Context: an optimization exercise on an open-source flow, tuned for small area and a short achievable clock period. The choices shown serve that exercise and are no tape-out recipe.
Where RTL was checked, it was by simulation tests only, not by an equivalence proof against the original.

## rev 12
==> flow/design.v <==
module branch_predictor #(
    parameter int ENTRIES = 16,
    parameter int TAG_W   = 10
) (
    input  logic        clk,
    input  logic        rst_n,
    input  logic        f_valid,
    input  logic [63:0] f_pc,
    output logic        pred_taken,
    output logic [63:0] pred_target,
    input  logic        u_valid,
    input  logic        u_is_branch,
    input  logic [63:0] u_pc,
    input  logic        u_taken,
    input  logic [63:0] u_target,
    input  logic        u_pred_taken,
    input  logic [63:0] u_pred_target,
    output logic        mispredict,
    output logic [63:0] redirect_pc,
    output logic [31:0] branch_count,
    output logic [31:0] mispredict_count
);
    localparam int IDX_W = $clog2(ENTRIES);
    logic             tbl_valid  [ENTRIES];
    logic [TAG_W-1:0] tbl_tag    [ENTRIES];
    logic [63:0]      tbl_target [ENTRIES];
    logic [1:0]       tbl_ctr    [ENTRIES];
    logic [IDX_W-1:0] f_idx;
    logic [TAG_W-1:0] f_tag;
    logic [IDX_W-1:0] u_idx;
    logic [TAG_W-1:0] u_tag;
    logic             u_hit;
    logic             upd_en;
    logic             mis_cond;
    assign f_idx = f_pc[IDX_W+1:2];
    assign f_tag = f_pc[IDX_W+2 +: TAG_W];
    assign u_idx = u_pc[IDX_W+1:2];
    assign u_tag = u_pc[IDX_W+2 +: TAG_W];
    logic [ENTRIES*TAG_W-1:0] tag_flat;
    logic [ENTRIES*64-1:0]    tgt_flat;
    logic [ENTRIES-1:0]       taken_bit;
    for (genvar g = 0; g < ENTRIES; g++) begin : g_flat
        assign tag_flat[g*TAG_W +: TAG_W] = tbl_tag[g];
        assign tgt_flat[g*64 +: 64]       = tbl_target[g];
        assign taken_bit[g]               = tbl_valid[g] && tbl_ctr[g][1];
    end
    branch_predictor_lookup #(.ENTRIES(ENTRIES), .TAG_W(TAG_W)) u_lookup (
        .f_valid    (f_valid),
        .f_pc       (f_pc),
        .tag_flat   (tag_flat),
        .tgt_flat   (tgt_flat),
        .taken_bit  (taken_bit),
        .pred_taken (pred_taken),
        .pred_target(pred_target)
    );
    always_comb begin
        upd_en   = u_valid && u_is_branch;
        u_hit    = tbl_valid[u_idx] && (tbl_tag[u_idx] == u_tag);
        mis_cond = upd_en && ((u_taken != u_pred_taken) ||
                              (u_taken && (u_target != u_pred_target)));
    end
    always_ff @(posedge clk or negedge rst_n) begin
        if (!rst_n) begin
            for (int i = 0; i < ENTRIES; i++) begin
                tbl_valid[i] <= 1'b0;
                tbl_ctr[i]   <= 2'b01;
            end
        end else if (upd_en) begin
            if (u_hit) begin
                if (u_taken && tbl_ctr[u_idx] != 2'b11)
                    tbl_ctr[u_idx] <= tbl_ctr[u_idx] + 2'd1;
                else if (!u_taken && tbl_ctr[u_idx] != 2'b00)
                    tbl_ctr[u_idx] <= tbl_ctr[u_idx] - 2'd1;
            end else if (u_taken) begin
                tbl_valid[u_idx] <= 1'b1;
                tbl_ctr[u_idx]   <= 2'b10;
            end
        end
    end
    always_ff @(posedge clk) begin
        if (upd_en && u_taken) begin
            tbl_tag[u_idx]    <= u_tag;
            tbl_target[u_idx] <= u_target;
        end
    end
    logic [32:0] bc_inc, mc_inc;
    assign bc_inc = {1'b0, branch_count} + 33'd1;
    assign mc_inc = {1'b0, mispredict_count} + 33'd1;
    always_ff @(posedge clk or negedge rst_n) begin
        if (!rst_n) begin
            mispredict       <= 1'b0;
            redirect_pc      <= 64'd0;
            branch_count     <= 32'd0;
            mispredict_count <= 32'd0;
        end else begin
            mispredict <= mis_cond;
            if (upd_en) begin
                redirect_pc <= u_taken ? u_target : u_pc + 64'd4;
                if (!bc_inc[32])
                    branch_count <= bc_inc[31:0];
            end
            if (mis_cond && !mc_inc[32])
                mispredict_count <= mc_inc[31:0];
        end
    end
endmodule
module branch_predictor_lookup #(
    parameter int ENTRIES = 16,
    parameter int TAG_W   = 10
) (
    input  logic                     f_valid,
    input  logic [63:0]              f_pc,
    input  logic [ENTRIES*TAG_W-1:0] tag_flat,
    input  logic [ENTRIES*64-1:0]    tgt_flat,
    input  logic [ENTRIES-1:0]       taken_bit,
    output logic                     pred_taken,
    output logic [63:0]              pred_target
);
    localparam int IDX_W = $clog2(ENTRIES);
    logic [IDX_W-1:0]   f_idx;
    logic [TAG_W-1:0]   f_tag;
    logic [ENTRIES-1:0] f_dec;
    logic [63:0]        f_tgt;
    logic [63:0]        f_inc;
    assign f_idx = f_pc[IDX_W+1:2];
    assign f_tag = f_pc[IDX_W+2 +: TAG_W];
    logic [TAG_W-1:0] f_tag_sel;
    for (genvar g = 0; g < ENTRIES; g++) begin : g_fsel
        assign f_dec[g] = (f_idx == g);
    end
    always_comb begin
        f_tgt     = '0;
        f_tag_sel = '0;
        for (int i = 0; i < ENTRIES; i++) begin
            f_tgt     = f_tgt     | ({64{f_dec[i]}}    & tgt_flat[i*64 +: 64]);
            f_tag_sel = f_tag_sel | ({TAG_W{f_dec[i]}} & tag_flat[i*TAG_W +: TAG_W]);
        end
        f_inc       = {f_pc[63:2] + 62'd1, f_pc[1:0]};
        pred_taken  = f_valid && |(f_dec & taken_bit) && (f_tag_sel == f_tag);
        pred_target = pred_taken ? f_tgt : f_inc;
    end
endmodule
clock: 6.5 ns
lec_check: 0
cap_margin: 20
core_margin: 2
core_utilization: 60
cts_buf_list: sky130_fd_sc_hd__clkbuf_8 sky130_fd_sc_hd__clkbuf_16
cts_cluster_diameter: 60
cts_cluster_size: 30
setup_slack_margin: 2.5
slew_margin: 20
synth_hierarchical: 1
standard.sh (not shown) runs the stock make flow with config.mk's settings and CLKGATE_MAP_FILE= SYNTH_SCRIPT=/design/flow/synth_recipe.tcl, a recipe that flattens the netlist after the stock synthesis.
==> flow/flow/run.sh <==
#!/bin/bash
# Standard ORFS layout; port buffers use buf_2 instead of the default delay-cell buffer.
export BUFFER_PORTS_ARGS="-buffer_cell sky130_fd_sc_hd__buf_2"
bash standard.sh > standard.log 2>&1
What rev 13 does differently from rev 12 at the input level:
==> flow/design.v, changed modules only <==
module branch_predictor_lookup #(
    parameter int ENTRIES = 16,
    parameter int TAG_W   = 10
) (
    input  logic                     f_valid,
    input  logic [63:0]              f_pc,
    input  logic [ENTRIES*TAG_W-1:0] tag_flat,
    input  logic [ENTRIES*64-1:0]    tgt_flat,
    input  logic [ENTRIES-1:0]       taken_bit,
    output logic                     pred_taken,
    output logic [63:0]              pred_target
);
    localparam int IDX_W = $clog2(ENTRIES);
    logic [IDX_W-1:0]   f_idx;
    logic [TAG_W-1:0]   f_tag;
    logic [ENTRIES-1:0] f_dec;
    logic [ENTRIES-1:0] f_match;
    logic [63:0]        f_tgt;
    logic [63:0]        f_inc;
    assign f_idx = f_pc[IDX_W+1:2];
    assign f_tag = f_pc[IDX_W+2 +: TAG_W];
    for (genvar g = 0; g < ENTRIES; g++) begin : g_fsel
        assign f_dec[g]   = (f_idx == g);
        assign f_match[g] = taken_bit[g] && (tag_flat[g*TAG_W +: TAG_W] == f_tag);
    end
    always_comb begin
        f_tgt = '0;
        for (int i = 0; i < ENTRIES; i++)
            f_tgt = f_tgt | ({64{f_dec[i]}} & tgt_flat[i*64 +: 64]);
        f_inc       = {f_pc[63:2] + 62'd1, f_pc[1:0]};
        pred_taken  = f_valid && |(f_dec & f_match);
        pred_target = pred_taken ? f_tgt : f_inc;
    end
endmodule
==> comparison <==
Rev 13 against rev 12: detail-routed net length per standard cell went down; design area increased 1.8%; clock-buffer cell count up 1; number of stages on the worst setup path has decreased. Looking at non-clock buffer count in the final layout, rev 13 sits 6 above rev 12.
For rev 12, only the layout was checked, not whether the RTL still works.

[separate check: timing with driven ports]
No port has a modelled driver above. Below, the same layouts with a new extraction and two added sets of constraints. Step 1: set_driving_cell puts a clkbuf_16 on clk and a buf_2 on each other input, an assumption about the parent block. Step 2 adds t to the input delays and takes it off the output delays; t is the mean of the earliest and latest rising clock arrival at the registers after step 1. Input paths then give back, and output paths get back, about the clock's delay inside the block. Slacks: ideal / step 1 / step 2; pairs: ideal / step 1.
run | t, ns | slack for setup (ns) | worst setup path after step 2 | slew at the worst register clock pin (ns)
rev 12 | 0.777 | 0.952 / 0.862 / 0.862 | input to output | 0.11 / 0.11
rev 13 | 0.782 | 1.494 / 1.416 / 1.416 | input to output | 0.11 / 0.11
After both steps every run listed still meets setup and hold. The setup slack of rev 12, which loses most, moves by -0.090 ns with the drivers and by -0.090 ns with both steps.
